What follows belongs to an exercise in optimizing a design on an open flow for small area and a short achievable clock period; a production flow would make more cautious choices. Only simulation tests tie the RTL to the original design; equivalence was not proved. Power and IR drop assume default switching activity.

File: flow/config.mk
export PLATFORM = sky130hd
export DESIGN_NAME = fetch_dispatch_queue
export DESIGN_NICKNAME = fetch_dispatch_queue
export VERILOG_FILES = /design/flow/design.v
export SDC_FILE = /design/flow/constraint.sdc
export NUM_CORES = 4
export LEC_CHECK = 0
export CAP_MARGIN = 20
export CORE_MARGIN = 2
export CORE_UTILIZATION = 50
export SETUP_SLACK_MARGIN = 2.0
export SLEW_MARGIN = 20
File: flow/constraint.sdc
create_clock -name core_clock -period 4.5 [get_ports {clk}]
set_input_delay 0.9000 -clock core_clock [delete_from_list [all_inputs] [get_ports {clk}]]
set_output_delay 0.9000 -clock core_clock [all_outputs]
set_load 0.01 [all_outputs]
File: flow/design.v
module fetch_dispatch_queue #(
    parameter int ADDRESS_WIDTH = 10,
    parameter int DATA_WIDTH    = 32,
    parameter int IPC           = 4,
    parameter int DEPTH         = 16,
    parameter int PTR_WIDTH     = 4,
    parameter int OPCODE_WIDTH  = 7
) (
    input  logic                      clk,
    input  logic                      rst,
    input  logic [IPC*DATA_WIDTH-1:0] FET_bundle,
    input  logic [IPC-1:0]            FET_validMask,
    input  logic [ADDRESS_WIDTH-1:0]  FET_pc,
    input  logic                      FET_bundleValid,
    output logic                      FET_ready,
    output logic [DATA_WIDTH-1:0]     DEC_data,
    output logic [ADDRESS_WIDTH-1:0]  DEC_pc,
    output logic                      DEC_dataValid,
    input  logic                      DEC_ready,
    input  logic                      flush,
    output logic [PTR_WIDTH:0]        count
    ,output logic [15:0]              rtype_count
);
    localparam int CNT_W = PTR_WIDTH + 1;
    function automatic int f_log2_ceil(input int v);
        f_log2_ceil = 0;
        for (int r = 0; r < 31; r++) begin
            if ((1 << r) < v) f_log2_ceil = r + 1;
        end
    endfunction
    localparam int LW    = f_log2_ceil(IPC);
    localparam int AW    = ADDRESS_WIDTH;
    localparam int DW    = DATA_WIDTH;
    function automatic logic [PTR_WIDTH-1:0] ptr_add(input logic [PTR_WIDTH-1:0] a, input int k);
        ptr_add = '0;
        for (int v = 0; v < (1 << PTR_WIDTH); v++) begin
            if (a == PTR_WIDTH'(v)) ptr_add = PTR_WIDTH'(v + k);
        end
    endfunction
    function automatic logic [CNT_W-1:0] cnt_add(input logic [CNT_W-1:0] a, input int k);
        cnt_add = '0;
        for (int v = 0; v < (1 << CNT_W); v++) begin
            if (a == CNT_W'(v)) cnt_add = CNT_W'(v + k);
        end
    endfunction
    function automatic logic [15:0] inc16(input logic [15:0] a);
        logic c;
        for (int i = 0; i < 16; i++) begin
            c = 1'b1;
            for (int k = i - 1; k >= 0; k--) c = c & a[k];
            inc16[i] = a[i] ^ c;
        end
    endfunction
    logic [DW-1:0] mem_data [DEPTH];
    logic [AW-1:0] mem_pc   [DEPTH];
    logic [DEPTH-1:0]     head_nx;    
    logic [PTR_WIDTH-1:0] tail;
    logic                 push;
    logic                 pop;
    assign push          = FET_bundleValid && FET_ready && !flush;
    assign pop           = DEC_dataValid && DEC_ready && !flush;
    function automatic logic [IPC-1:0] f_nge(input logic [IPC-1:0] mask);
        int cnt;
        f_nge = '0;
        for (int mv = 0; mv < (1 << IPC); mv++) begin
            cnt = 0;
            for (int i = 0; i < IPC; i++) cnt = cnt + ((mv >> i) & 1);
            if (mask == IPC'(mv)) begin
                for (int k = 0; k < IPC; k++) f_nge[k] = cnt > k;
            end
        end
    endfunction
    function automatic logic [IPC-1:0] f_hit(input logic [IPC-1:0] mask, input logic [LW-1:0] tl, input int m);
        int pos;
        f_hit = '0;
        for (int mv = 0; mv < (1 << IPC); mv++) begin
            for (int t = 0; t < IPC; t++) begin
                pos = t;
                for (int i = 0; i < IPC; i++) begin
                    if (((mv >> i) & 1) != 0) begin
                        if (pos % IPC == m && mask == IPC'(mv) && tl == LW'(t)) f_hit[i] = 1'b1;
                        pos = pos + 1;
                    end
                end
            end
        end
    endfunction
    function automatic logic [AW-1:0] f_slot_pc(input logic [AW-1:0] pc, input int s);
        logic [AW-LW-1:0] hi_inc;
        logic             c;
        for (int b = 0; b < AW - LW; b++) begin
            c = 1'b1;
            for (int k = b - 1; k >= 0; k--) c = c & pc[LW+k];
            hi_inc[b] = pc[LW+b] ^ c;
        end
        f_slot_pc = '0;
        for (int lo = 0; lo < IPC; lo++) begin
            if (pc[LW-1:0] == LW'(lo)) begin
                f_slot_pc = {(lo + s >= IPC) ? hi_inc : pc[AW-1:LW], LW'(lo + s)};
            end
        end
    endfunction
    logic [IPC-1:0] nge;
    logic [IPC-1:0] hit     [IPC];
    logic [AW-1:0]  slot_pc [IPC];
    assign nge = f_nge(FET_validMask);
    for (genvar m = 0; m < IPC; m++) begin : g_hit
        assign hit[m]     = f_hit(FET_validMask, tail[LW-1:0], m);
        assign slot_pc[m] = f_slot_pc(FET_pc, m);
    end
    logic [DW-1:0] lane_data [IPC];
    logic [AW-1:0] lane_pc   [IPC];
    for (genvar m = 0; m < IPC; m++) begin : g_lane
        logic [DW-1:0] d_terms [IPC];
        logic [AW-1:0] p_terms [IPC];
        for (genvar i = 0; i < IPC; i++) begin : g_term
            assign d_terms[i] = {DW{hit[m][i]}} & FET_bundle[i*DW +: DW];
            assign p_terms[i] = {AW{hit[m][i]}} & slot_pc[i];
        end
        assign lane_data[m] = d_terms[0] | d_terms[1] | d_terms[2] | d_terms[3];
        assign lane_pc[m]   = p_terms[0] | p_terms[1] | p_terms[2] | p_terms[3];
    end
    logic [DEPTH-1:0] tail_oh;
    for (genvar j = 0; j < DEPTH; j++) begin : g_tail_oh
        assign tail_oh[j] = tail == PTR_WIDTH'(j);
    end
    for (genvar j = 0; j < DEPTH; j++) begin : g_entry
        logic we;
        assign we = push && ((tail_oh[j] && nge[0]) || (tail_oh[(j + DEPTH - 1) % DEPTH] && nge[1]) ||
                             (tail_oh[(j + DEPTH - 2) % DEPTH] && nge[2]) || (tail_oh[(j + DEPTH - 3) % DEPTH] && nge[3]));
        always_ff @(posedge clk) begin
            if (we) begin
                mem_data[j] <= lane_data[j % IPC];
                mem_pc[j]   <= lane_pc[j % IPC];
            end
        end
    end
    logic [PTR_WIDTH-1:0] tail_nx;
    logic [CNT_W-1:0]     count_nx;
    assign tail_nx = nge[3] ? ptr_add(tail, 4) : nge[2] ? ptr_add(tail, 3) : nge[1] ? ptr_add(tail, 2) :
                     nge[0] ? ptr_add(tail, 1) : tail;
    logic [CNT_W-1:0] count_push;
    logic [CNT_W-1:0] count_push_pop;
    assign count_push     = nge[3] ? cnt_add(count, 4) : nge[2] ? cnt_add(count, 3) : nge[1] ? cnt_add(count, 2) :
                            nge[0] ? cnt_add(count, 1) : count;
    assign count_push_pop = nge[3] ? cnt_add(count, 3) : nge[2] ? cnt_add(count, 2) : nge[1] ? cnt_add(count, 1) :
                            nge[0] ? count : cnt_add(count, -1);
    assign count_nx = push ? (pop ? count_push_pop : count_push) : (pop ? cnt_add(count, -1) : count);
    function automatic logic f_ready(input logic [CNT_W-1:0] c, input int k);
        f_ready = cnt_add(c, k) <= CNT_W'(DEPTH - IPC);
    endfunction
    logic ready_push;
    logic ready_push_pop;
    logic ready_nx;
    logic valid_nx;
    assign ready_push     = nge[3] ? f_ready(count, 4) : nge[2] ? f_ready(count, 3) : nge[1] ? f_ready(count, 2) :
                            nge[0] ? f_ready(count, 1) : FET_ready;
    assign ready_push_pop = nge[3] ? f_ready(count, 3) : nge[2] ? f_ready(count, 2) : nge[1] ? f_ready(count, 1) :
                            nge[0] ? FET_ready : f_ready(count, -1);
    assign ready_nx = push ? (pop ? ready_push_pop : ready_push) : (pop ? f_ready(count, -1) : FET_ready);
    assign valid_nx = (push && nge[0]) || (pop ? count != CNT_W'(1) : DEC_dataValid);
    always_ff @(posedge clk or negedge rst) begin
        if (!rst) begin
            head_nx       <= DEPTH'(2);
            tail          <= '0;
            count         <= '0;
            FET_ready     <= 1'b1;
            DEC_dataValid <= 1'b0;
        end else if (flush) begin
            head_nx       <= DEPTH'(2);
            tail          <= '0;
            count         <= '0;
            FET_ready     <= 1'b1;
            DEC_dataValid <= 1'b0;
        end else begin
            FET_ready     <= ready_nx;
            DEC_dataValid <= valid_nx;
            if (push) begin
                tail <= tail_nx;
            end
            if (pop) begin
                head_nx <= {head_nx[DEPTH-2:0], head_nx[DEPTH-1]};
            end
            count <= count_nx;
        end
    end
    logic [IPC-1:0] first_oh;
    assign first_oh[0] = FET_validMask[0];
    for (genvar i = 1; i < IPC; i++) begin : g_first
        assign first_oh[i] = FET_validMask[i] && FET_validMask[i-1:0] == '0;
    end
    logic [DW-1:0] out_data;
    logic [AW-1:0] out_pc;
    logic          take_next;
    logic          take_new;
    assign take_next = pop && count != CNT_W'(1);
    assign take_new  = count == '0 || (pop && count == CNT_W'(1));
    logic [DW-1:0] out_data_nx;
    logic [AW-1:0] out_pc_nx;
    always_comb begin
        out_data_nx = '0;
        out_pc_nx   = '0;
        for (int i = 0; i < IPC; i++) begin
            out_data_nx = out_data_nx | ({DW{take_new && first_oh[i]}} & FET_bundle[i*DW +: DW]);
            out_pc_nx   = out_pc_nx   | ({AW{take_new && first_oh[i]}} & slot_pc[i]);
        end
        for (int j = 0; j < DEPTH; j++) begin
            out_data_nx = out_data_nx | ({DW{take_next && head_nx[j]}} & mem_data[j]);
            out_pc_nx   = out_pc_nx   | ({AW{take_next && head_nx[j]}} & mem_pc[j]);
        end
    end
    always_ff @(posedge clk) begin
        if (take_new || take_next) begin
            out_data <= out_data_nx;
            out_pc   <= out_pc_nx;
        end
    end
    assign DEC_data = out_data;
    assign DEC_pc   = out_pc;
    localparam logic [OPCODE_WIDTH-1:0] RTYPE_OPCODE = OPCODE_WIDTH'(7'b0110011);
    always_ff @(posedge clk or negedge rst) begin
        if (!rst) begin
            rtype_count <= '0;
        end else if (pop && DEC_data[OPCODE_WIDTH-1:0] == RTYPE_OPCODE) begin
            rtype_count <= inc16(rtype_count);
        end
    end
endmodule
File: flow/flow/run.sh
#!/bin/bash
# Standard layout, but with plain buffers (not delay cells) on the ports.
set -o pipefail
cp standard.sh standard.sh.txt 2>/dev/null
export BUFFER_PORTS_ARGS="-buffer_cell sky130_fd_sc_hd__buf_2"
bash standard.sh > standard.log 2>&1
File: flow/standard.sh
#!/bin/bash
# synth_recipe.tcl (not shown) runs the flow's synth.tcl, then flattens the netlist and writes it again
# the make line also repeats each setting of config.mk as NAME=value (left out here)
make -C /OpenROAD-flow-scripts/flow DESIGN_CONFIG=/design/flow/config.mk WORK_HOME=/design/flow/orfs CLKGATE_MAP_FILE= SYNTH_SCRIPT=/design/flow/synth_recipe.tcl "${@:-finish}"
==> results of run 1 <==
==> power groups by stage <==
| stage | Combinational (W) | Sequential (W) | Clock, W |
|---|---|---|---|
| 3_3_place_gp | 0.00356 | 0.00889 | 0 |
| 6_report | 0.00424 | 0.00876 | 0.00651 |
| 3_5_place_dp | 0.00364 | 0.00889 | 0 |
| 2_1_floorplan | 0.00194 | 0.00889 | 0 |
| 5_1_grt | 0.00439 | 0.00878 | 0.00678 |
| 4_1_cts | 0.00392 | 0.00875 | 0.00651 |
==> worst max-delay path, stage by stage <==
cell	delay [ps]
buf_8	150
maj3_2	370
a21oi_2	470
o22a_1	250
nor2_1	50
a21oi_1	290
nor2_4	90
buf_12	170
buf_12	160
==> per-stage QoR <==
step | setup WS, ps | std cells | hold WS (ps)
after global placement | 655.4 | 3594 | 456.4
final | 1950 | 3834 | 236.0
after floorplan | 809.2 | 2644 | 507.6
after detailed placement | 583.2 | 3596 | 480.6
after global routing | 1938 | 3834 | 256.9
after CTS | 1944 | 3787 | 236.8
==> area by class of cell <==
class / instances / area, sq um / share of cell area
timing repair buffer: 407 / 3547 / 0.08578
clock inverter: 44 / 464.2 / 0.01123
multi-input combinational: 1620 / 11480 / 0.2775
tap: 882 / 1104 / 0.02669
clock buffer: 101 / 2091 / 0.05056
inverter: 23 / 92.59 / 0.002239
sequential: 757 / 22580 / 0.5460
==> state kept, by name (all words and copies together) (netlist names), 4 cells and up <==
register	count
head_nx	16
rtype_count	16
count	5
out_pc	10
out_data	32
tail	4
mem_data	512
mem_pc	160
==> how the worst min path moves through the flow <==
stage,start,to,slack (ps)
2_1_floorplan,rtype_count[15],rtype_count[15],510
3_3_place_gp,rtype_count[15],rtype_count[15],460
3_5_place_dp,rtype_count[8],rtype_count[8],480
4_1_cts,rst,count[3],240
5_1_grt,rst,count[3],260
6_report,rst,count[3],240
==> metal layers <==
layer  wire, um  up-vias  GRT usage
met5         27        -          0
met1      50310    14190     0.5144
met2      64610     2829     0.5935
li1           -    11430          -
met4       8233        4     0.2094
met3      21200      543     0.1027
==> logic make-up (layout without fill, tap and decap cells) <==
| kind of cell | after synthesis | in the layout |
|---|---|---|
| AO/OA/AOI/OAI | 903 | 903 |
| XOR/XNOR | 29 | 29 |
| multiplexers | 9 | 9 |
| adder cells (fa/ha/maj) | 16 | 16 |
| flip-flops | 757 | 757 |
| AND/OR/NAND/NOR | 661 | 663 |
| buffers and inverters | 269 | 575 |
==> synthesized netlist by cell type, types with 9 or more instances <==
library cell / n / area share
a221o_1: 11 / 0.0032
a221oi_1: 113 / 0.029
and3_1: 9 / 0.0016
ha_1: 15 / 0.0055
xor2_1: 11 / 0.0028
nor3_1: 18 / 0.0026
o21ai_0: 67 / 0.0098
a31oi_1: 37 / 0.0067
nand2_1: 379 / 0.041
inv_1: 21 / 0.0023
dfrtp_1: 41 / 0.030
o22ai_1: 18 / 0.0033
buf_4: 10 / 0.0022
a22o_1: 105 / 0.027
edfxtp_1: 714 / 0.62
buf_2: 68 / 0.0099
buf_1: 13 / 0.0014
o211ai_1: 18 / 0.0039
xnor2_1: 15 / 0.0038
a21oi_1: 102 / 0.015
o221ai_1: 21 / 0.0053
a22oi_1: 138 / 0.030
a32oi_1: 16 / 0.0041
a222oi_1: 188 / 0.055
a211oi_1: 14 / 0.0031
nor2_1: 86 / 0.0094
and2_1: 11 / 0.0020
clkbuf_1: 151 / 0.016
nor2b_1: 13 / 0.0024
nand3_1: 72 / 0.010
nand4_1: 19 / 0.0035
==> what timing repair did <==
action / 4_1_cts / 5_1_grt
cloned: 4 / 4
pin swaps: 18 / 19
setup buffers: 42 / 43
endpoints found under the setup margin: 1411 / 918
gates resized for setup: 111 / 86
==> flow_metrics.py, run 1 <==
metrics = {
    "timing": {
        "fin_tns_setup_ps": 0,
        "finalCritPeriodShare": 0.5666,
        "setup_viol": 0,
        "worst_slew_pin_slew_ps": 871.3,
        "finalHoldViolCount": 0,
        "skew_ps": 28.73,
        "layout_min_cycle_time_ps": 2550,
        "slew_headroom": 0.4152,
        "slew_violations": 0,
        "rsz0062_at_grt": "yes",
        "fmax_ghz": 0.3922,
    },
    "critical_path": {
        "cp-startpoint": "FET_validMask[0]",
        "r2r_start": "head_nx[8]",
        "worstSetupStartpointType": "input pin",
        "critPathKind": "in -> reg",
        "cp.arrival_ps": 2940,
        "required_ps": 4890,
        "reg2reg_depth": 6,
        "rr_endpoint": "out_pc[0]",
        "crit_fanout": 26,
        "r2r_setup_slack_ps": 1990,
        "endpoint": "mem_data[8][25]",
        "cp-end-kind": "flip-flop",
    },
    "global_routing": {
        "grt_usage": 0.3903,
        "grt_pass1_wl_um": 196900,
        "grt_max_degree": 43,
        "overflow": 0,
        "antenna_found_initial": 2,
        "grt_pass1_vias": 27500,
    },
    "floorplan": {
        "die-area_sq_um": 70880,
        "pin_count": 212,
        "die_h_um": 266.2,
        "core-area_sq_um": 68350,
        "rows": 96,
        "initial_core_util": 0.5031,
        "die_x_um": 266.2,
    },
    "synthesis": {
        "synth-edff-count": 714,
        "syn_avg_cell_area_sq_um": 13.00,
        "yosys_register_bits": 757,
        "ys_seq_area_frac": 0.6549,
        "yosys.cell_types.count": 87,
        "synth-simple-area-share": 0.08635,
        "synth_compound_area_frac": 0.2081,
        "synth_top_family_by_area": "compound AO/OA/AOI/OAI gates",
        "synthMuxAreaShare": 0.002729,
        "synth-adder-area-share": 0.005786,
        "syn-cell-area_sq_um": 34380,
        "syn_inst": 2644,
        "ys_warn_count": 15,
        "ys_async_sr_fraction": 0.05680,
        "synth_fp_nets": 2806,
        "synth_xor_area_frac": 0.008261,
        "synth-main-ff-cell": "edfxtp_1",
    },
    "clock_network": {
        "tritoncts": "yes",
        "hold_buffers": 0,
        "path_clk_slew_ps": 70,
        "cts_htree_levels": 3,
        "cts.sinks": 757,
        "root_buffer": "clkbuf_16",
        "clk_latency_ps": 660,
        "clock_path_buffers": 3,
        "cts_made_buffers": 80,
    },
    "power_and_ir_drop": {
        "powerDensity_nw_per_um2": 471.7,
        "seq_power_share": 0.449,
        "intPower_w": 0.01351,
        "p_sw_w": 0.005997,
        "peakVddDrop_mv": 0.3313,
        "p_total_w": 0.01951,
        "p_sw_frac": 0.3074,
        "p_leak_nw": 14.35,
        "clkPwrFrac": 0.334,
        "p_comb_frac": 0.218,
    },
    "final_layout": {
        "design_area_sq_um": 41350,
        "final_cell_mix": "edfxtp_1, nand2_1, buf_2",
        "fill_cells": 5232,
        "drive_gt1_frac": 0.2334,
        "area_growth_pct": 20.27,
        "nets": 3051,
        "utilization": 0.6051,
        "n_antenna_cell": 0,
        "final_common_cell": "edfxtp_1",
    },
    "routing": {
        "dr.pass1.iters": 17,
        "vias": 28990,
        "ant_nets": 0,
        "viasPerCell": 7.561,
        "wl_per_cell_um": 37.66,
        "drt_iter0_markers": 6200,
        "finalWirelength_um": 144400,
        "drc_errors": 0,
    },
    "worst_hold_path": {
        "hold_path_class": "in -> async",
    },
    "run_status": {
        "status": "finished clean",
    },
    "placed_design": {
        "gp_congestion": 0.9651,
        "port_buffers": 211,
        "hpwl_um": 80340,
        "placed_cell_area_sq_um": 36980,
    },
    "flow_run": {
        "cap_violations": 0,
    },
}
==> inputs of run 2 (changes only) <==
--- a/flow/config.mk
+++ b/flow/config.mk
@@ -8,5 +8,7 @@
 export CAP_MARGIN = 20
 export CORE_MARGIN = 2
 export CORE_UTILIZATION = 50
+export CTS_CLUSTER_DIAMETER = 100
+export CTS_CLUSTER_SIZE = 30
 export SETUP_SLACK_MARGIN = 2.0
 export SLEW_MARGIN = 20
==> flow_metrics.py, run 2 <==
metrics = {
    "critical_path": {
        "worstSetupStartpointType": "input pin",
        "cp.arrival_ps": 2840,
        "reg2reg_depth": 6,
        "r2r_start": "tail[2]",
        "rr_endpoint": "mem_data[10][16]",
        "required_ps": 4790,
        "crit_fanout": 26,
        "cp-startpoint": "FET_validMask[0]",
        "cp-end-kind": "flip-flop",
        "r2r_setup_slack_ps": 1990,
        "critPathKind": "in -> reg",
    },
    "floorplan": {
        "initial_core_util": 0.5031,
        "die_x_um": 266.2,
        "rows": 96,
        "core-area_sq_um": 68350,
        "die-area_sq_um": 70880,
        "die_h_um": 266.2,
        "pin_count": 212,
    },
    "synthesis": {
        "yosys.cell_types.count": 87,
        "synth_fp_nets": 2806,
        "synth_compound_area_frac": 0.2081,
        "synth_xor_area_frac": 0.008261,
        "ys_warn_count": 15,
        "yosys-top-cells-area": "edfxtp_1, a222oi_1, nand2_1, a22oi_1, dfrtp_1",
        "syn_avg_cell_area_sq_um": 13.00,
        "synth_top_cell_area_share": 0.6236,
        "synth-main-ff-cell": "edfxtp_1",
        "syn-cell-area_sq_um": 34380,
        "yosys_register_bits": 757,
        "yosysMostFrequentCell": "edfxtp_1",
        "yosysTopAreaCell": "edfxtp_1",
        "synth_top_family_by_area": "compound AO/OA/AOI/OAI gates",
        "syn_inst": 2644,
        "ys_async_sr_fraction": 0.05680,
        "synth-edff-count": 714,
        "synth_commonest_cells": "edfxtp_1, nand2_1, a222oi_1",
        "synth-adder-area-share": 0.005786,
        "synthMuxAreaShare": 0.002729,
        "ys_seq_area_frac": 0.6549,
        "synth-simple-area-share": 0.08635,
    },
    "final_layout": {
        "fill_cells": 5362,
        "reg.largest.list": "mem_data: 512 flops, mem_pc: 160 flops, out_data: 32 flops",
        "utilization": 0.5880,
        "fin_cells": 3754,
        "area_growth_pct": 16.88,
        "final_common_cell": "edfxtp_1",
        "nets": 3020,
        "final_cell_mix": "edfxtp_1, nand2_1, buf_2",
        "drive_gt1_frac": 0.2223,
        "largest_register": "mem_data",
        "largest_reg_flops": 512,
    },
    "routing": {
        "dr.pass1.iters": 14,
        "wl_per_cell_um": 38.51,
        "drc_errors": 0,
        "finalWirelength_um": 144600,
        "viasPerCell": 7.639,
        "ant_nets": 0,
        "drt_iter0_markers": 6325,
        "vias": 28680,
    },
    "clock_network": {
        "tritoncts": "yes",
        "clk_latency_ps": 640,
        "cts_htree_levels": 2,
        "hold_buffers": 0,
        "cts_made_buffers": 35,
        "clock_path_buffers": 3,
        "root_buffer": "clkbuf_16",
        "cts.sinks": 757,
        "path_clk_slew_ps": 120,
    },
    "timing": {
        "rsz0062_at_grt": "yes",
        "fmax_ghz": 0.3925,
        "finalHoldViolCount": 0,
        "worst_slew_pin_slew_ps": 847.4,
        "finalCritPeriodShare": 0.5661,
        "fin_tns_setup_ps": 0,
        "setup_viol": 0,
        "fin_ws_ps": 1952,
        "skew_ps": 63.18,
        "layout_min_cycle_time_ps": 2548,
        "slew_violations": 0,
        "slew_headroom": 0.4313,
    },
    "global_routing": {
        "overflow": 0,
        "grt_pass1_wl_um": 196100,
        "grt_max_degree": 43,
        "grt_pass1_vias": 26920,
        "grt_usage": 0.3883,
        "antenna_found_initial": 4,
    },
    "flow_run": {
        "cap_violations": 0,
    },
    "power_and_ir_drop": {
        "powerDensity_nw_per_um2": 423.5,
        "peakVddDrop_mv": 0.2681,
        "p_leak_nw": 13.77,
    },
    "placed_design": {
        "port_buffers": 211,
        "gp_congestion": 0.9651,
        "dp_slack_ps": 583.2,
        "dp_cells": 3596,
        "hpwl_um": 80340,
    },
    "worst_hold_path": {
        "hold_path_class": "in -> async",
    },
    "run_status": {
        "status": "finished clean",
    },
}
==> run 2: area by class of cell <==
class | count | area (sq um) | area share
inverters | 23 | 87.58 | 0.002179
clock inverters | 11 | 209.0 | 0.005200
flip-flops and latches | 757 | 22580 | 0.5619
repair buffers | 421 | 3734 | 0.09291
multi-input cells | 1620 | 11560 | 0.2876
clock buffers | 38 | 908.4 | 0.02260
diodes | 2 | 5.005 | 0.0001245
well taps | 882 | 1104 | 0.02746
==> run 2: through the flow <==
step,total power [W],hold WS [ps],instance area [sq um]
after floorplan,0.01082,507.6,34630
after global placement,0.01244,456.4,36940
after detailed placement,0.01253,480.6,36980
after CTS,0.01662,282.1,39190
after global routing,0.01742,296.0,40180
final,0.01702,275.5,40190
==> run 2: power by group <==
group | switching [W] | leakage, nW | internal, W
Combinational | 0.00292 | 6.04 | 0.00142
Sequential | 0.000245 | 7.20 | 0.00850
Clock | 0.00238 | 0.533 | 0.00155
Total | 0.00555 | 13.8 | 0.0115
==> run 2: how the worst max path moves through the flow <==
stage	end	slack, ps	cells after the start
3_3_place_gp	mem_data[1][28]	660	9
3_5_place_dp	mem_pc[0][0]	580	9
6_report	mem_data[10][16]	1950	7
4_1_cts	out_pc[2]	1960	10
5_1_grt	out_pc[2]	1900	10
2_1_floorplan	mem_data[3][0]	810	9
==> run 2: worst max-delay path, stage by stage <==
cell and delay [ps]:
buf_8 200, maj3_2 310, a21o_4 230, a21oi_1 90
or3_1 380, a21oi_4 370, buf_12 300
==> run 2: cells by family (layout without fill, tap and decap cells) <==
kind of cell | count (synthesis) | after routing
AO/OA/AOI/OAI | 903 | 903
flip-flops | 757 | 757
AND/OR/NAND/NOR | 661 | 663
buffers and inverters | 269 | 493
XOR/XNOR | 29 | 29
adder cells (fa/ha/maj) | 16 | 16
multiplexers | 9 | 9
other | 0 | 2
==> run 2: what timing repair did <==
action	4_1_cts	5_1_grt
resized for setup	117	84
buffers inserted	43	51
cloned	7	6
setup endpoints to repair	1408	919
pin swaps	21	30
==> run 2: per-layer routing <==
metal / GRT usage / share of wire / vias up
li1: - / - / 11280
met1: 0.5238 / 0.35 / 14050
met2: 0.5904 / 0.44 / 2800
met3: 0.08993 / 0.15 / 550
met4: 0.1992 / 0.063 / 0
met5: 0 / 0 / -
==> inputs of run 3 (changes only) <==
--- a/flow/config.mk
+++ b/flow/config.mk
@@ -8,7 +8,7 @@
 export CAP_MARGIN = 20
 export CORE_MARGIN = 2
 export CORE_UTILIZATION = 50
-export CTS_CLUSTER_DIAMETER = 100
-export CTS_CLUSTER_SIZE = 30
-export SETUP_SLACK_MARGIN = 2.0
+export CTS_CLUSTER_DIAMETER = 60
+export CTS_CLUSTER_SIZE = 24
+export SETUP_SLACK_MARGIN = 1.9
 export SLEW_MARGIN = 20
==> flow_metrics.py, run 3 <==
metrics = {
    "run_status": {
        "status": "finished clean",
    },
    "floorplan": {
        "die_x_um": 266.2,
        "pin_count": 212,
        "initial_core_util": 0.5031,
        "die-area_sq_um": 70880,
        "rows": 96,
        "die_h_um": 266.2,
        "core-area_sq_um": 68350,
    },
    "routing": {
        "ant_nets": 0,
        "drc_errors": 0,
        "wl_per_cell_um": 37.94,
        "vias": 28290,
        "viasPerCell": 7.573,
        "finalWirelength_um": 141800,
        "drt_iter0_markers": 6506,
        "dr.pass1.iters": 17,
    },
    "global_routing": {
        "antenna_found_initial": 2,
        "grt_usage": 0.3878,
        "grt_max_degree": 45,
        "grt_pass1_vias": 27080,
        "overflow": 0,
        "grt_pass1_wl_um": 195700,
        "grt_util_met2": 0.5913,
        "grt_busiest_layer": "met2",
        "use_met1": 0.5331,
        "grt_use_met3": 0.08447,
    },
    "power_and_ir_drop": {
        "p_comb_frac": 0.222,
        "p_sw_frac": 0.3226,
        "p_leak_nw": 13.68,
        "p_sw_w": 0.005967,
        "p_total_w": 0.01850,
        "intPower_w": 0.01253,
        "seq_power_share": 0.474,
        "peakVddDrop_mv": 0.4736,
        "powerDensity_nw_per_um2": 464.0,
        "clkPwrFrac": 0.304,
    },
    "critical_path": {
        "r2r_setup_slack_ps": 1780,
        "worstSetupStartpointType": "flip-flop",
        "cp.arrival_ps": 3070,
        "rr_endpoint": "mem_data[14][21]",
        "reg2reg_depth": 7,
        "crit_fanout": 30,
        "r2r_start": "tail[0]",
        "critPathKind": "reg -> reg",
        "required_ps": 4850,
        "cp-end-kind": "flip-flop",
    },
    "synthesis": {
        "syn_avg_cell_area_sq_um": 13.00,
        "synth_compound_area_frac": 0.2081,
        "yosys.cell_types.count": 87,
        "synth_xor_area_frac": 0.008261,
        "ys_warn_count": 15,
        "yosys-top-cells-area": "edfxtp_1, a222oi_1, nand2_1, a22oi_1, dfrtp_1",
        "synth_top_family_by_area": "compound AO/OA/AOI/OAI gates",
        "synth-main-ff-cell": "edfxtp_1",
        "synth-edff-count": 714,
        "syn_inst": 2644,
        "synth_fp_nets": 2806,
        "synth_top_cell_area_share": 0.6236,
        "yosysMostFrequentCell": "edfxtp_1",
        "ys_async_sr_fraction": 0.05680,
        "synth-adder-area-share": 0.005786,
        "syn-cell-area_sq_um": 34380,
        "synth-simple-area-share": 0.08635,
        "synthMuxAreaShare": 0.002729,
        "yosys_register_bits": 757,
        "yosysTopAreaCell": "edfxtp_1",
        "synth_commonest_cells": "edfxtp_1, nand2_1, a222oi_1",
        "ys_seq_area_frac": 0.6549,
    },
    "clock_network": {
        "clock_path_buffers": 3,
        "cts_made_buffers": 55,
        "hold_buffers": 0,
        "root_buffer": "clkbuf_16",
        "cts_htree_levels": 2,
        "path_clk_slew_ps": 80,
        "clk_latency_ps": 690,
        "tritoncts": "yes",
        "cts.sinks": 757,
    },
    "final_layout": {
        "largest_reg_flops": 512,
        "area_growth_pct": 15.95,
        "largest_register": "mem_data",
        "drive_gt1_frac": 0.2079,
        "seqCellArea_sq_um": 22560,
        "nets": 2969,
        "reg.largest.list": "mem_data: 512 flops, mem_pc: 160 flops, out_data: 32 flops",
        "multi_input_area_sq_um": 11350,
        "final_cell_mix": "edfxtp_1, nand2_1, buf_2",
        "fill_cells": 5444,
        "final_common_cell": "edfxtp_1",
    },
    "timing": {
        "worst_slew_pin_slew_ps": 1180,
        "fin_tns_setup_ps": 0,
        "finalHoldViolCount": 0,
        "skew_ps": 64.49,
        "layout_min_cycle_time_ps": 2723,
        "finalCritPeriodShare": 0.6052,
        "rsz0062_at_grt": "yes",
        "slew_violations": 0,
        "slew_headroom": 0.2051,
        "setup_viol": 0,
        "fmax_ghz": 0.3672,
    },
    "worst_hold_path": {
        "hold_path_class": "in -> async",
    },
    "placed_design": {
        "gp_congestion": 0.9248,
        "hpwl_um": 81680,
        "port_buffers": 211,
    },
    "flow_run": {
        "cap_violations": 0,
    },
}
## run 3: cell counts after synthesis
Identical to the previous run, type by type.
## run 3: final cells by class
type                       instances  share of cell area
sequential                       757              0.5659
timing repair buffer             348             0.06820
tap                              882             0.02768
multi-input combinational       1622              0.2846
inverter                          23            0.002228
antenna                            2           0.0001255
clock buffer                      58             0.03534
clock inverter                    44             0.01588
## run 3: repair_timing
item                                    4_1_cts  5_1_grt
pin swaps                                    10        7
endpoints found under the setup margin     1401      845
gates resized for setup                      69       63
endpoints found under the hold margin         0        0
buffers inserted                             15        7
cloned                                        4        3
## run 3: kinds of logic after synthesis
kind of cell	count (synthesis)
flip-flops	757
XOR/XNOR	29
adder cells (fa/ha/maj)	16
buffers and inverters	269
multiplexers	9
AND/OR/NAND/NOR	661
AO/OA/AOI/OAI	903
## run 3: metal layers
metal,vias up,part of all wire
met4,0,0.058
met1,13840,0.35
met3,523,0.15
li1,11220,-
met5,-,0
met2,2710,0.44
## run 3: metrics by stage
stage | area (sq um) | worst slack (ps) | instances | util | hold WS, ps
CTS | 39470 | 1803 | 3724 | 0.5775 | 486.9
finish | 39870 | 1777 | 3736 | 0.5833 | 281.6
floorplan | 34620 | 809.2 | 2644 | - | 507.6
global route | 39860 | 1800 | 3735 | 0.5833 | 320.3
global placement | 36940 | 617.9 | 3602 | 0.5404 | 459.1
detailed placement | 36960 | 589.0 | 3603 | 0.5408 | 472.5
## run 3: power by group through the flow
| stage | Sequential [W] | Clock, W | Combinational, W |
|---|---|---|---|
| final | 0.00877 | 0.00563 | 0.00410 |
| after global routing | 0.00879 | 0.00589 | 0.00423 |
| after CTS | 0.00876 | 0.00565 | 0.00381 |
| after detailed placement | 0.00890 | 0 | 0.00366 |
| after global placement | 0.00890 | 0 | 0.00358 |
| after floorplan | 0.00889 | 0 | 0.00193 |
## run 3: worst max-delay path: stages, from the launching register on
cell and delay [ps]:
dfrtp_1 380, buf_6 250, mux2i_1 260, nor2_1 90, o21a_4 320, buf_12 250, a222oi_1 580, nand2_1 270
## run 3: how the worst max path moves through the flow
stage                     startpoint               end  depth (start not counted)
detailed placement  FET_validMask[0]   mem_data[8][21]                          8
finish                       tail[0]  mem_data[14][21]                          7
global placement    FET_validMask[0]   mem_data[8][21]                          8
floorplan           FET_validMask[2]    mem_data[3][0]                          9
CTS                         count[2]      out_data[30]                          9
global route                count[2]         out_pc[0]                          8
==> inputs of run 4 (changes only) <==
--- a/flow/config.mk
+++ b/flow/config.mk
@@ -7,8 +7,8 @@
 export LEC_CHECK = 0
 export CAP_MARGIN = 20
 export CORE_MARGIN = 2
-export CORE_UTILIZATION = 50
+export CORE_UTILIZATION = 45
 export CTS_CLUSTER_DIAMETER = 60
 export CTS_CLUSTER_SIZE = 24
-export SETUP_SLACK_MARGIN = 1.9
+export SETUP_SLACK_MARGIN = 2.0
 export SLEW_MARGIN = 20
==> flow_metrics.py, run 4 <==
metrics = {
    "placed_design": {
        "port_buffers": 211,
        "dp_slack_ps": 620.9,
        "hpwl_um": 79820,
        "placed_cell_area_sq_um": 37030,
        "gp_congestion": 0.9148,
    },
    "final_layout": {
        "largest_reg_flops": 512,
        "area_growth_pct": 19.74,
        "seqCellArea_sq_um": 22590,
        "final_cell_mix": "edfxtp_1, nand2_1, buf_2",
        "drive_gt1_frac": 0.2354,
        "fill_cells": 6178,
        "utilization": 0.5430,
        "nets": 3047,
        "largest_register": "mem_data",
        "reg.largest.list": "mem_data: 512 flops, mem_pc: 160 flops, out_data: 32 flops",
        "final_common_cell": "edfxtp_1",
        "multi_input_area_sq_um": 11440,
        "design_area_sq_um": 41170,
    },
    "synthesis": {
        "ys_seq_area_frac": 0.6549,
        "syn_avg_cell_area_sq_um": 13.00,
        "yosys.cell_types.count": 87,
        "synth_commonest_cells": "edfxtp_1, nand2_1, a222oi_1",
        "yosys_register_bits": 757,
        "yosysTopAreaCell": "edfxtp_1",
        "syn-cell-area_sq_um": 34380,
        "synth-edff-count": 714,
        "synth_fp_nets": 2806,
        "synth-main-ff-cell": "edfxtp_1",
        "ys_async_sr_fraction": 0.05680,
        "yosys-top-cells-area": "edfxtp_1, a222oi_1, nand2_1, a22oi_1, dfrtp_1",
        "synth_top_cell_area_share": 0.6236,
        "yosysMostFrequentCell": "edfxtp_1",
        "ys_warn_count": 15,
        "syn_inst": 2644,
    },
    "clock_network": {
        "clock_path_buffers": 3,
        "cts_htree_levels": 2,
        "tritoncts": "yes",
        "hold_buffers": 0,
        "clk_latency_ps": 660,
        "path_clk_slew_ps": 80,
        "root_buffer": "clkbuf_16",
        "cts_made_buffers": 53,
        "cts.sinks": 757,
    },
    "floorplan": {
        "die-area_sq_um": 78630,
        "rows": 101,
        "die_h_um": 280.4,
        "core-area_sq_um": 75820,
        "die_x_um": 280.4,
        "initial_core_util": 0.4535,
        "pin_count": 212,
    },
    "critical_path": {
        "worst_path_dominant_cell_family": "buffers and inverters",
        "cp-end-kind": "flip-flop",
        "cp-startpoint": "FET_validMask[0]",
        "crit_buf_inv": 6,
        "path_cells": "buf_16 > buf_8 > maj3_2 > a21o_4 > mux2i_2 > o22ai_2 > buf_4 > a22oi_2 > nor2_4 > buf_12 > buf_12 > clkbuf_16",
        "critPathKind": "in -> reg",
        "cpMostUsedCell": "buf_12",
        "cp.arrival_ps": 2950,
        "crit_fanout": 7,
        "cpMaxStageDelayCell": "maj3_2",
        "slowest_delay_ps": 360,
        "worstSetupStartpointType": "input pin",
        "required_ps": 4910,
        "r2r_start": "count[2]",
    },
    "global_routing": {
        "overflow": 0,
        "antenna_found_initial": 6,
        "grt_usage": 0.3555,
        "grt_pass1_vias": 27360,
        "grt_pass1_wl_um": 199800,
        "grt_max_degree": 45,
    },
    "routing": {
        "drt_iter0_markers": 6826,
        "drc_errors": 0,
        "dr.pass1.iters": 14,
        "finalWirelength_um": 144400,
        "wl_per_cell_um": 36.96,
        "ant_nets": 0,
        "vias": 28800,
        "viasPerCell": 7.368,
    },
    "run_status": {
        "status": "finished clean",
    },
    "power_and_ir_drop": {
        "powerDensity_nw_per_um2": 447.2,
        "p_leak_nw": 14.22,
        "peakVddDrop_mv": 0.3014,
    },
    "timing": {
        "finalCritPeriodShare": 0.5664,
        "fin_tns_setup_ps": 0,
        "setup_viol": 0,
        "slew_headroom": 0.3716,
        "layout_min_cycle_time_ps": 2549,
        "fin_ws_ps": 1951,
        "worst_slew_pin_slew_ps": 942.6,
        "rsz0062_at_grt": "yes",
        "slew_violations": 0,
        "skew_ps": 43.62,
        "finalHoldViolCount": 0,
        "fmax_ghz": 0.3924,
    },
    "worst_hold_path": {
        "hold_path_class": "in -> async",
    },
    "flow_run": {
        "cap_violations": 0,
    },
}
[run 4: cell count changes in the layout (fill, tap and decap cells not counted), moves of 5 or more]
cell	previous run	this run
buf_4	82	127
clkinv_4	7	2
buf_12	37	50
dfrtp_4	6	15
buf_8	2	8
dfrtp_2	13	6
ha_4	3	8
buf_16	1	13
[run 4: cells by family (layout without fill, tap and decap cells)]
logic type | count (synthesis) | count (layout) | share of synthesized area
AOI/OAI and AO/OA | 903 | 903 | 0.2081
xor gates and xnor gates | 29 | 29 | 0.008261
adders and majority gates | 16 | 16 | 0.005786
buffers and inverters | 269 | 552 | 0.03381
DFF | 757 | 757 | 0.6549
muxes | 9 | 9 | 0.002729
other | 0 | 3 | 0
and+or+nand+nor | 661 | 661 | 0.08635
[run 4: final timing paths]
path | slack, ps | depth (start not counted) | to
worst min-delay path | 290 | 1 | count[3]
worst max-delay path | 1950 | 12 | mem_pc[14][4]
worst min register to register | 490 | 1 | rtype_count[15]
max in group asynchronous | 3710 | 1 | head_nx[9]
worst max register to register | 1990 | 8 | out_data[20]
min in group core_clock | 490 | 1 | rtype_count[15]
[run 4: where the power goes]
group	internal (W)	switching (W)
clock network	0.00246	0.00280
registers	0.00850	0.000270
logic	0.00144	0.00293
total	0.0124	0.00601
[run 4: timing repair]
item                                   4_1_cts  5_1_grt
pin swaps                                   27       21
setup buffers                               70       36
endpoints found under the hold margin        0        0
cloned                                      12        4
resized for setup                          123       74
setup endpoints to repair                 1343      728
[run 4: metal layers]
layer,vias to the layer above,track usage,share of wire
li1,11390,-,-
met1,14150,0.4733,0.35
met2,2690,0.5460,0.44
met3,564,0.08519,0.15
met4,4,0.1769,0.061
met5,-,0,0.00039
[run 4: cell type report]
cell class / count / area share
diodes: 3 / 0.0001823
clock buffers: 57 / 0.03258
clock inverters: 40 / 0.01249
inverters: 23 / 0.002279
multi-input cells: 1618 / 0.2778
flip-flops and latches: 757 / 0.5486
well taps: 978 / 0.02972
repair buffers: 432 / 0.09637
[run 4: per-stage QoR]
step / cells / hold WS [ps] / total power, W
3_3_place_gp: 3684 / 457.3 / 0.01248
5_1_grt: 3908 / 320.7 / 0.01884
2_1_floorplan: 2644 / 507.6 / 0.01082
6_report: 3908 / 285.7 / 0.01841
4_1_cts: 3865 / 498.6 / 0.01802
3_5_place_dp: 3686 / 488.9 / 0.01257
==> inputs of run 5 (changes only) <==
--- a/flow/config.mk
+++ b/flow/config.mk
@@ -7,7 +7,7 @@
 export LEC_CHECK = 0
 export CAP_MARGIN = 20
 export CORE_MARGIN = 2
-export CORE_UTILIZATION = 45
+export CORE_UTILIZATION = 50
 export CTS_CLUSTER_DIAMETER = 60
 export CTS_CLUSTER_SIZE = 24
 export SETUP_SLACK_MARGIN = 2.0
==> flow_metrics.py, run 5 <==
metrics = {
    "final_layout": {
        "seqCellArea_sq_um": 22580,
        "multi_input_area_sq_um": 11450,
        "largest_reg_flops": 512,
        "drive_gt1_frac": 0.2269,
        "largest_register": "mem_data",
        "final_common_cell": "edfxtp_1",
        "reg.largest.list": "mem_data: 512 flops, mem_pc: 160 flops, out_data: 32 flops",
        "area_growth_pct": 18.13,
        "final_cell_mix": "edfxtp_1, nand2_1, buf_2",
        "nets": 3016,
        "fill_cells": 5315,
    },
    "floorplan": {
        "die-area_sq_um": 70880,
        "initial_core_util": 0.5031,
        "die_h_um": 266.2,
        "rows": 96,
        "pin_count": 212,
        "core-area_sq_um": 68350,
        "die_x_um": 266.2,
    },
    "global_routing": {
        "grt_max_degree": 43,
        "grt_util_met2": 0.5879,
        "overflow": 0,
        "grt_pass1_vias": 27130,
        "grt_usage": 0.3859,
        "grt_pass1_wl_um": 195200,
        "antenna_found_initial": 2,
        "use_met1": 0.5164,
        "grt_use_met3": 0.09630,
        "grt_busiest_layer": "met2",
    },
    "critical_path": {
        "critPathKind": "in -> reg",
        "cp-end-kind": "flip-flop",
        "worst_path_dominant_cell_family": "compound AO/OA/AOI/OAI gates",
        "crit_buf_inv": 2,
        "required_ps": 4870,
        "cpMaxStageDelayCell": "a222oi_1",
        "slowest_delay_ps": 480,
        "cp.arrival_ps": 2880,
        "worstSetupStartpointType": "input pin",
        "crit_fanout": 34,
        "path_cells": "buf_6 > xor2_4 > mux2i_2 > nor2_1 > o21a_2 > buf_12 > a222oi_1 > nand2_1",
    },
    "placed_design": {
        "hpwl_um": 80340,
        "dp_slack_ps": 583.2,
        "gp_congestion": 0.9651,
        "port_buffers": 211,
    },
    "synthesis": {
        "ys_async_sr_fraction": 0.05680,
        "syn_inst": 2644,
        "ys_warn_count": 15,
        "synth-edff-count": 714,
        "synth_fp_nets": 2806,
        "yosys_register_bits": 757,
        "yosys.cell_types.count": 87,
        "synth_commonest_cells": "edfxtp_1, nand2_1, a222oi_1",
        "syn-cell-area_sq_um": 34380,
        "synth_top_family_by_area": "compound AO/OA/AOI/OAI gates",
        "synth_top_cell_area_share": 0.6236,
        "yosysTopAreaCell": "edfxtp_1",
        "synth_xor_area_frac": 0.008261,
        "synth-main-ff-cell": "edfxtp_1",
        "synth_compound_area_frac": 0.2081,
        "yosys-top-cells-area": "edfxtp_1, a222oi_1, nand2_1, a22oi_1, dfrtp_1",
        "syn_avg_cell_area_sq_um": 13.00,
        "synth-simple-area-share": 0.08635,
        "yosysMostFrequentCell": "edfxtp_1",
        "ys_seq_area_frac": 0.6549,
        "synth-adder-area-share": 0.005786,
        "synthMuxAreaShare": 0.002729,
    },
    "clock_network": {
        "hold_buffers": 0,
        "root_buffer": "clkbuf_16",
        "cts.sinks": 757,
        "clk_latency_ps": 670,
        "tritoncts": "yes",
        "cts_htree_levels": 2,
        "path_clk_slew_ps": 90,
        "cts_made_buffers": 55,
        "clock_path_buffers": 3,
    },
    "routing": {
        "finalWirelength_um": 142000,
        "viasPerCell": 7.526,
        "ant_nets": 0,
        "dr.pass1.iters": 15,
        "wl_per_cell_um": 37.57,
        "vias": 28440,
        "drt_iter0_markers": 6040,
        "drc_errors": 0,
    },
    "timing": {
        "finalHoldViolCount": 0,
        "finalCritPeriodShare": 0.5567,
        "rsz0062_at_grt": "yes",
        "slew_violations": 0,
        "fmax_ghz": 0.3992,
        "fin_tns_setup_ps": 0,
        "slew_headroom": 0.4133,
        "skew_ps": 35.53,
        "layout_min_cycle_time_ps": 2505,
        "setup_viol": 0,
        "worst_slew_pin_slew_ps": 874.1,
        "fin_ws_ps": 1995,
    },
    "power_and_ir_drop": {
        "powerDensity_nw_per_um2": 451.0,
        "peakVddDrop_mv": 0.3917,
        "p_leak_nw": 13.98,
    },
    "worst_hold_path": {
        "hold_path_class": "in -> async",
    },
    "flow_run": {
        "cap_violations": 0,
    },
    "run_status": {
        "status": "finished clean",
    },
}
## run 5: changes by cell type in the layout (fill, tap and decap cells not counted), moves of 4 or more
cell,delta
buf_2,+4
buf_16,-6
inv_6,-6
bufbuf_16,-4
inv_8,+5
buf_4,-26
## run 5: area by class of cell
class	instances	area share
sequential	757	0.5559
multi-input combinational	1620	0.2820
timing repair buffer	397	0.08502
clock buffer	60	0.03487
tap	882	0.02717
clock inverter	39	0.01281
inverter	23	0.002156
antenna	1	0.00006161
## run 5: per-layer routing
| metal | up-vias | part of all wire |
|---|---|---|
| li1 | 11330 | - |
| met4 | 2 | 0.060 |
| met5 | - | 0.000070 |
| met3 | 541 | 0.14 |
| met1 | 13870 | 0.35 |
| met2 | 2699 | 0.45 |
## run 5: timing repair
| action | CTS | global route |
|---|---|---|
| resized for setup | 114 | 68 |
| endpoints found under the setup margin | 1410 | 1053 |
| setup buffers | 42 | 35 |
| gates cloned | 3 | 3 |
| pin swaps | 19 | 18 |
## run 5: worst register-to-register path: stages, from the launching register on
cell and delay, ps:
dfrtp_4 640, buf_6 310, a22o_1 240, a221oi_1 270
nand4_1 320, a21oi_1 260, o21ai_0 160
## run 5: where the power goes
group	switching (W)	leakage (nW)	internal (W)
registers	0.000236	7.20	0.00850
clock network	0.00289	0.928	0.00248
logic	0.00287	5.86	0.00135
## run 5: final timing paths
check                                 start               to  slack (ps)  cells past startpoint
setup reg to reg                 head_nx[8]        out_pc[0]        1990                      6
max in group asynchronous               rst  rtype_count[13]        3690                      2
hold reg to reg              rtype_count[8]   rtype_count[8]         480                      1
min in group core_clock      rtype_count[8]   rtype_count[8]         480                      1
setup / recovery           FET_validMask[0]  mem_data[0][24]        1990                      8
hold / removal                          rst       head_nx[6]         240                      1
## run 5: kinds of logic (layout without fill, tap and decap cells)
group	Yosys count	in the layout
muxes	9	9
other	0	1
AOI/OAI and AO/OA	903	903
adders and majority gates	16	16
DFF	757	757
buffers and inverters	269	519
and+or+nand+nor	661	663
xor gates and xnor gates	29	29
## run 5: per-stage QoR
stage,area (sq um),power (W),hold WS [ps],instances,utilization
3_5_place_dp,36980,0.01253,480.6,3596,0.5411
4_1_cts,39820,0.01802,241.0,3740,0.5826
2_1_floorplan,34630,0.01082,507.6,2644,-
6_report,40620,0.01832,236.8,3779,0.5943
5_1_grt,40620,0.01876,254.5,3779,0.5943
3_3_place_gp,36940,0.01244,456.4,3594,0.5404
==> inputs of run 6 (changes only) <==
--- a/flow/config.mk
+++ b/flow/config.mk
@@ -10,5 +10,6 @@
 export CORE_UTILIZATION = 50
 export CTS_CLUSTER_DIAMETER = 60
 export CTS_CLUSTER_SIZE = 24
+export PLACE_DENSITY = 0.7
 export SETUP_SLACK_MARGIN = 2.0
 export SLEW_MARGIN = 20
==> flow_metrics.py, run 6 <==
metrics = {
    "routing": {
        "drc_errors": 0,
        "wl_per_cell_um": 37.13,
        "ant_nets": 0,
        "dr.pass1.iters": 13,
        "vias": 28940,
        "viasPerCell": 7.706,
        "finalWirelength_um": 139400,
        "drt_iter0_markers": 6978,
    },
    "final_layout": {
        "fin_cells": 3755,
        "utilization": 0.5871,
        "largest_register": "mem_data",
        "largest_reg_flops": 512,
        "area_growth_pct": 16.70,
        "final_cell_mix": "edfxtp_1, nand2_1, buf_2",
        "nets": 2990,
        "final_common_cell": "edfxtp_1",
        "reg.largest.list": "mem_data: 512 flops, mem_pc: 160 flops, out_data: 32 flops",
        "drive_gt1_frac": 0.2131,
    },
    "clock_network": {
        "cts.sinks": 757,
        "clock_path_buffers": 3,
        "hold_buffers": 0,
        "root_buffer": "clkbuf_16",
        "cts_made_buffers": 49,
        "cts_htree_levels": 2,
        "tritoncts": "yes",
        "path_clk_slew_ps": 80,
        "clk_latency_ps": 680,
    },
    "synthesis": {
        "ys_async_sr_fraction": 0.05680,
        "syn_inst": 2644,
        "ys_warn_count": 15,
        "syn_avg_cell_area_sq_um": 13.00,
        "ys_seq_area_frac": 0.6549,
        "synth_top_cell_area_share": 0.6236,
        "yosys_register_bits": 757,
        "yosys.cell_types.count": 87,
        "yosys-top-cells-area": "edfxtp_1, a222oi_1, nand2_1, a22oi_1, dfrtp_1",
        "synth-edff-count": 714,
        "synth_fp_nets": 2806,
        "synth_commonest_cells": "edfxtp_1, nand2_1, a222oi_1",
        "yosysTopAreaCell": "edfxtp_1",
        "synth-main-ff-cell": "edfxtp_1",
        "yosysMostFrequentCell": "edfxtp_1",
        "syn-cell-area_sq_um": 34380,
    },
    "placed_design": {
        "hpwl_um": 77230,
        "port_buffers": 211,
        "dp_cells": 3593,
        "gp_congestion": 0.9114,
    },
    "floorplan": {
        "rows": 96,
        "die-area_sq_um": 70880,
        "core-area_sq_um": 68350,
        "initial_core_util": 0.5031,
        "die_h_um": 266.2,
        "pin_count": 212,
        "die_x_um": 266.2,
    },
    "critical_path": {
        "r2r_setup_slack_ps": 1980,
        "critPathKind": "in -> reg",
        "r2r_start": "tail[1]",
        "cpMostUsedCell": "nand2_1",
        "required_ps": 5010,
        "slowest_delay_ps": 490,
        "cpMaxStageDelayCell": "nor4_1",
        "rr_endpoint": "mem_data[10][28]",
        "worstSetupStartpointType": "input pin",
        "cp-end-kind": "flip-flop",
        "path_cells": "buf_8 > buf_4 > nor4_1 > a211oi_1 > a21oi_1 > and2_2 > buf_12 > nand2_1 > nand2_1",
        "cp.arrival_ps": 3090,
        "crit_fanout": 32,
        "reg2reg_depth": 7,
    },
    "flow_run": {
        "cap_violations": 0,
    },
    "timing": {
        "rsz0062_at_grt": "yes",
        "setup_viol": 0,
        "fin_tns_setup_ps": 0,
        "slew_violations": 0,
        "worst_slew_pin_slew_ps": 1155,
        "finalCritPeriodShare": 0.5737,
        "fmax_ghz": 0.3873,
        "layout_min_cycle_time_ps": 2582,
        "whs_ps": 276.4,
        "slew_headroom": 0.2220,
        "skew_ps": 50.49,
        "finalHoldViolCount": 0,
    },
    "power_and_ir_drop": {
        "peakVddDrop_mv": 0.3798,
        "powerDensity_nw_per_um2": 447.9,
        "p_leak_nw": 13.75,
    },
    "worst_hold_path": {
        "hold_path_class": "in -> async",
    },
    "global_routing": {
        "antenna_found_initial": 15,
        "grt_max_degree": 45,
        "grt_usage": 0.3761,
        "overflow": 0,
        "grt_pass1_vias": 27580,
        "grt_pass1_wl_um": 192800,
    },
    "run_status": {
        "status": "finished clean",
    },
}
run 6: power breakdown:
group	leakage, nW	internal, W	switching [W]
registers	7.20	0.00850	0.000257
logic	5.71	0.00127	0.00287
clock network	0.835	0.00240	0.00267
run 6: through the flow:
stage	power, W	instance area, sq um	setup WS [ps]
detailed placement	0.01248	36930	583.7
global placement	0.01242	36930	593.3
global route	0.01836	40120	1846
finish	0.01797	40120	1918
floorplan	0.01082	34630	809.2
CTS	0.01753	39240	1957
run 6: what timing repair did:
action,CTS,global route
buffers inserted,27,32
gates cloned,1,6
pin swaps,20,55
endpoints found under the setup margin,1398,967
resized for setup,76,88
run 6: cell families after synthesis:
family / Yosys count / share of synthesized area
flip-flops: 757 / 0.6549
adder cells (fa/ha/maj): 16 / 0.005786
multiplexers: 9 / 0.002729
AND/OR/NAND/NOR: 661 / 0.08635
buffers and inverters: 269 / 0.03381
AO/OA/AOI/OAI: 903 / 0.2081
XOR/XNOR: 29 / 0.008261
run 6: worst max path at each step:
| stage | end | start |
|---|---|---|
| after global placement | out_data[16] | flush |
| after floorplan | mem_data[3][0] | FET_validMask[2] |
| after CTS | count[4] | count[4] |
| after global routing | FET_ready | count[3] |
| final | mem_data[8][24] | FET_validMask[0] |
| after detailed placement | out_data[25] | flush |
run 6: critical path: cells and delay by family:
kind	cells	cell delay [ps]
AO/OA/AOI/OAI	2	300
buffers and inverters	3	720
AND/OR/NAND/NOR	4	1110
run 6: layout make-up:
class                           instances  area (sq um)
Inverter                               23         88.84
Multi-Input combinational cell       1618         11350
Fill cell                            5260         28220
Clock buffer                           53          1262
Sequential cell                       757         22580
Antenna cell                           10         25.02
Tap cell                              882          1104
Clock inverter                         33         466.7
Timing Repair Buffer                  379          3249
run 6: metal layers:
layer | vias up | wire [um] | global-route usage
met3 | 679 | 23450 | 0.1073
li1 | 11260 | - | -
met4 | 8 | 10450 | 0.2145
met2 | 3143 | 60160 | 0.5645
met5 | - | 48 | 0
met1 | 13840 | 45320 | 0.4916
==> inputs of run 7 (changes only) <==
--- a/flow/config.mk
+++ b/flow/config.mk
@@ -8,8 +8,7 @@
 export CAP_MARGIN = 20
 export CORE_MARGIN = 2
 export CORE_UTILIZATION = 50
-export CTS_CLUSTER_DIAMETER = 60
-export CTS_CLUSTER_SIZE = 24
-export PLACE_DENSITY = 0.7
+export CTS_CLUSTER_DIAMETER = 80
+export CTS_CLUSTER_SIZE = 28
 export SETUP_SLACK_MARGIN = 2.0
 export SLEW_MARGIN = 20
==> flow_metrics.py, run 7 <==
metrics = {
    "clock_network": {
        "clk_latency_ps": 640,
        "cts_htree_levels": 2,
        "tritoncts": "yes",
        "path_clk_slew_ps": 100,
        "root_buffer": "clkbuf_16",
        "cts_made_buffers": 40,
        "cts.sinks": 757,
        "clock_path_buffers": 3,
    },
    "run_status": {
        "status": "finished clean",
    },
    "placed_design": {
        "dp_slack_ps": 583.2,
        "port_buffers": 211,
        "gp_congestion": 0.9651,
        "hpwl_um": 80340,
    },
    "timing": {
        "finalHoldViolCount": 0,
        "rsz0062_at_grt": "yes",
        "slew_violations": 0,
        "finalCritPeriodShare": 0.5687,
        "fmax_ghz": 0.3908,
        "skew_ps": 61.27,
        "layout_min_cycle_time_ps": 2559,
        "fin_tns_setup_ps": 0,
        "worst_slew_pin_slew_ps": 881.4,
        "slew_headroom": 0.4084,
        "fin_ws_ps": 1941,
        "setup_viol": 0,
    },
    "flow_run": {
        "cap_violations": 0,
    },
    "floorplan": {
        "pin_count": 212,
        "die-area_sq_um": 70880,
        "initial_core_util": 0.5031,
        "core-area_sq_um": 68350,
        "rows": 96,
        "die_x_um": 266.2,
        "die_h_um": 266.2,
    },
    "synthesis": {
        "ys_seq_area_frac": 0.6549,
        "yosys_register_bits": 757,
        "synth_commonest_cells": "edfxtp_1, nand2_1, a222oi_1",
        "ys_async_sr_fraction": 0.05680,
        "synth_top_cell_area_share": 0.6236,
        "syn-cell-area_sq_um": 34380,
        "ys_warn_count": 15,
        "yosys.cell_types.count": 87,
        "yosys-top-cells-area": "edfxtp_1, a222oi_1, nand2_1, a22oi_1, dfrtp_1",
        "synth-edff-count": 714,
        "synth-main-ff-cell": "edfxtp_1",
        "yosysMostFrequentCell": "edfxtp_1",
        "syn_inst": 2644,
        "yosysTopAreaCell": "edfxtp_1",
        "synth_fp_nets": 2806,
        "syn_avg_cell_area_sq_um": 13.00,
    },
    "final_layout": {
        "seqCellArea_sq_um": 22580,
        "nets": 3000,
        "final_cell_mix": "edfxtp_1, nand2_1, buf_2",
        "fill_cells": 5380,
        "largest_reg_flops": 512,
        "drive_gt1_frac": 0.2200,
        "largest_register": "mem_data",
        "n_antenna_cell": 0,
        "reg.largest.list": "mem_data: 512 flops, mem_pc: 160 flops, out_data: 32 flops",
        "multi_input_area_sq_um": 11500,
        "final_common_cell": "edfxtp_1",
        "area_growth_pct": 16.52,
    },
    "global_routing": {
        "grt_pass1_wl_um": 195200,
        "grt_pass1_vias": 26880,
        "grt_max_degree": 43,
        "overflow": 0,
        "grt_usage": 0.3867,
        "antenna_found_initial": 2,
    },
    "routing": {
        "wl_per_cell_um": 38.00,
        "viasPerCell": 7.611,
        "ant_nets": 0,
        "dr.pass1.iters": 14,
        "finalWirelength_um": 142400,
        "drt_iter0_markers": 6164,
        "vias": 28510,
        "drc_errors": 0,
    },
    "critical_path": {
        "cp-end-kind": "flip-flop",
        "cpMostUsedCell": "buf_12",
        "crit_buf_inv": 3,
        "cp.arrival_ps": 2950,
        "cpMaxStageDelayCell": "a21oi_2",
        "required_ps": 4890,
        "crit_fanout": 26,
        "path_cells": "buf_6 > maj3_2 > a21oi_2 > o22a_1 > nor2_1 > a21oi_1 > nor2_4 > buf_12 > buf_12",
        "slowest_delay_ps": 470,
        "critPathKind": "in -> reg",
        "worst_path_dominant_cell_family": "compound AO/OA/AOI/OAI gates",
        "worstSetupStartpointType": "input pin",
    },
    "worst_hold_path": {
        "hold_path_class": "in -> async",
    },
    "power_and_ir_drop": {
        "p_leak_nw": 13.71,
        "powerDensity_nw_per_um2": 431.3,
        "peakVddDrop_mv": 0.2541,
    },
}
-- run 7: cell types whose count changed in the layout (fill, tap and decap cells not counted), sizes merged --
cell,delta
clkinv,+2
clkbuf,-10
bufinv,-3
diode,-10
inv,-8
bufbuf,+1
buf,+18
and2,+2
clkinvlp,-1
-- run 7: cells by family (layout without fill, tap and decap cells) --
logic type	Yosys count	after routing	synth area share
adders and majority gates	16	16	0.005786
AOI/OAI and AO/OA	903	903	0.2081
muxes	9	9	0.002729
buffers and inverters	269	487	0.03381
DFF	757	757	0.6549
and+or+nand+nor	661	663	0.08635
xor gates and xnor gates	29	29	0.008261
-- run 7: cell type report --
type	count	area share
Clock inverter	23	0.008276
Clock buffer	45	0.02570
Inverter	23	0.002186
Multi-Input combinational cell	1620	0.2871
Sequential cell	757	0.5636
Tap cell	882	0.02755
Timing Repair Buffer	396	0.08560
-- run 7: worst register-to-register path, delay by kind of cell, from the launching register on --
| kind | cells | cell delay (ps) |
|---|---|---|
| simple gates | 5 | 1510 |
| flops | 1 | 520 |
| buf+inv | 1 | 190 |
| xor+xnor | 1 | 150 |
-- run 7: path summary, 6_finish.rpt --
| check | cells after the start | to | startpoint | slack, ps |
|---|---|---|---|---|
| min reg2reg | 1 | rtype_count[8] | rtype_count[8] | 490 |
| max in group asynchronous | 2 | tail[0] | rst | 3620 |
| min | 1 | head_nx[8] | rst | 270 |
| max | 9 | mem_pc[8][6] | FET_validMask[0] | 1940 |
| max reg2reg | 7 | rtype_count[15] | out_data[4] | 2000 |
| min in group core_clock | 1 | rtype_count[8] | rtype_count[8] | 490 |
-- run 7: what timing repair did --
action                      CTS  global route
resized for setup           117            68
hold buffers                  0             0
setup endpoints to repair  1410           938
buffers inserted             44            32
cloned                        4             2
pin swaps                    24            24
-- run 7: power breakdown --
part | total, W | leakage [nW] | switching (W) | internal (W)
clock | 0.00435 | 0.657 | 0.00251 | 0.00184
combinational | 0.00419 | 5.86 | 0.00287 | 0.00132
sequential | 0.00874 | 7.20 | 0.000245 | 0.00850
-- run 7: metal layers --
layer,track usage,vias up,part of all wire
met5,0,-,0.00032
met4,0.1890,6,0.058
met3,0.09760,542,0.14
met2,0.5902,2687,0.45
met1,0.5183,14000,0.35
li1,-,11270,-
-- run 7: stage by stage --
| step | power (W) | hold slack [ps] | std cells | util | cell area, sq um |
|---|---|---|---|---|---|
| 6_report | 0.01728 | 266.8 | 3746 | 0.5862 | 40060 |
| 5_1_grt | 0.01771 | 289.8 | 3746 | 0.5862 | 40060 |
| 4_1_cts | 0.01702 | 264.6 | 3712 | 0.5759 | 39360 |
| 3_5_place_dp | 0.01253 | 480.6 | 3596 | 0.5411 | 36980 |
| 3_3_place_gp | 0.01244 | 456.4 | 3594 | 0.5404 | 36940 |
| 2_1_floorplan | 0.01082 | 507.6 | 2644 | - | 34630 |

==> static timing again, ports no longer ideal <==
How much do the figures lean on ideal ports? The routed layouts below were timed once more, with nothing changed but the port constraints.
Step 1 (the two cells are an assumption about what drives the block):
set clk [get_ports {clk}]
set_driving_cell -lib_cell sky130_fd_sc_hd__clkbuf_16 $clk
set_driving_cell -lib_cell sky130_fd_sc_hd__buf_2 [delete_from_list [all_inputs] $clk]
Step 2 also shifts input and output timing later by t, the mid clock arrival at the registers, as if the neighbouring blocks saw the same clock.
a / b / c = ideal / step 1 / step 2; a / b = the first two.
run	shift t [ns]	setup WS [ns]	hold WS [ns]	worst register clock-pin slew, ns
run 1	0.713	1.950 / 1.978 / 1.265	0.236 / 0.194 / 0.482	0.07 / 0.07
run 2	0.672	1.952 / 1.967 / 1.294	0.276 / 0.235 / 0.496	0.12 / 0.12
run 3	0.731	1.777 / 1.777 / 1.094	0.282 / 0.236 / 0.484	0.10 / 0.10
run 4	0.709	1.951 / 1.961 / 1.252	0.286 / 0.248 / 0.493	0.10 / 0.10
run 5	0.723	1.995 / 1.998 / 1.307	0.237 / 0.192 / 0.485	0.10 / 0.10
run 6	0.716	1.918 / 1.939 / 1.222	0.276 / 0.239 / 0.488	0.10 / 0.10
run 7	0.679	1.941 / 1.977 / 1.297	0.267 / 0.224 / 0.490	0.11 / 0.11
After both steps every run listed still meets setup and hold. The setup slack of run 4, which loses most, moves by +0.010 ns with the drivers and by -0.699 ns with both steps.
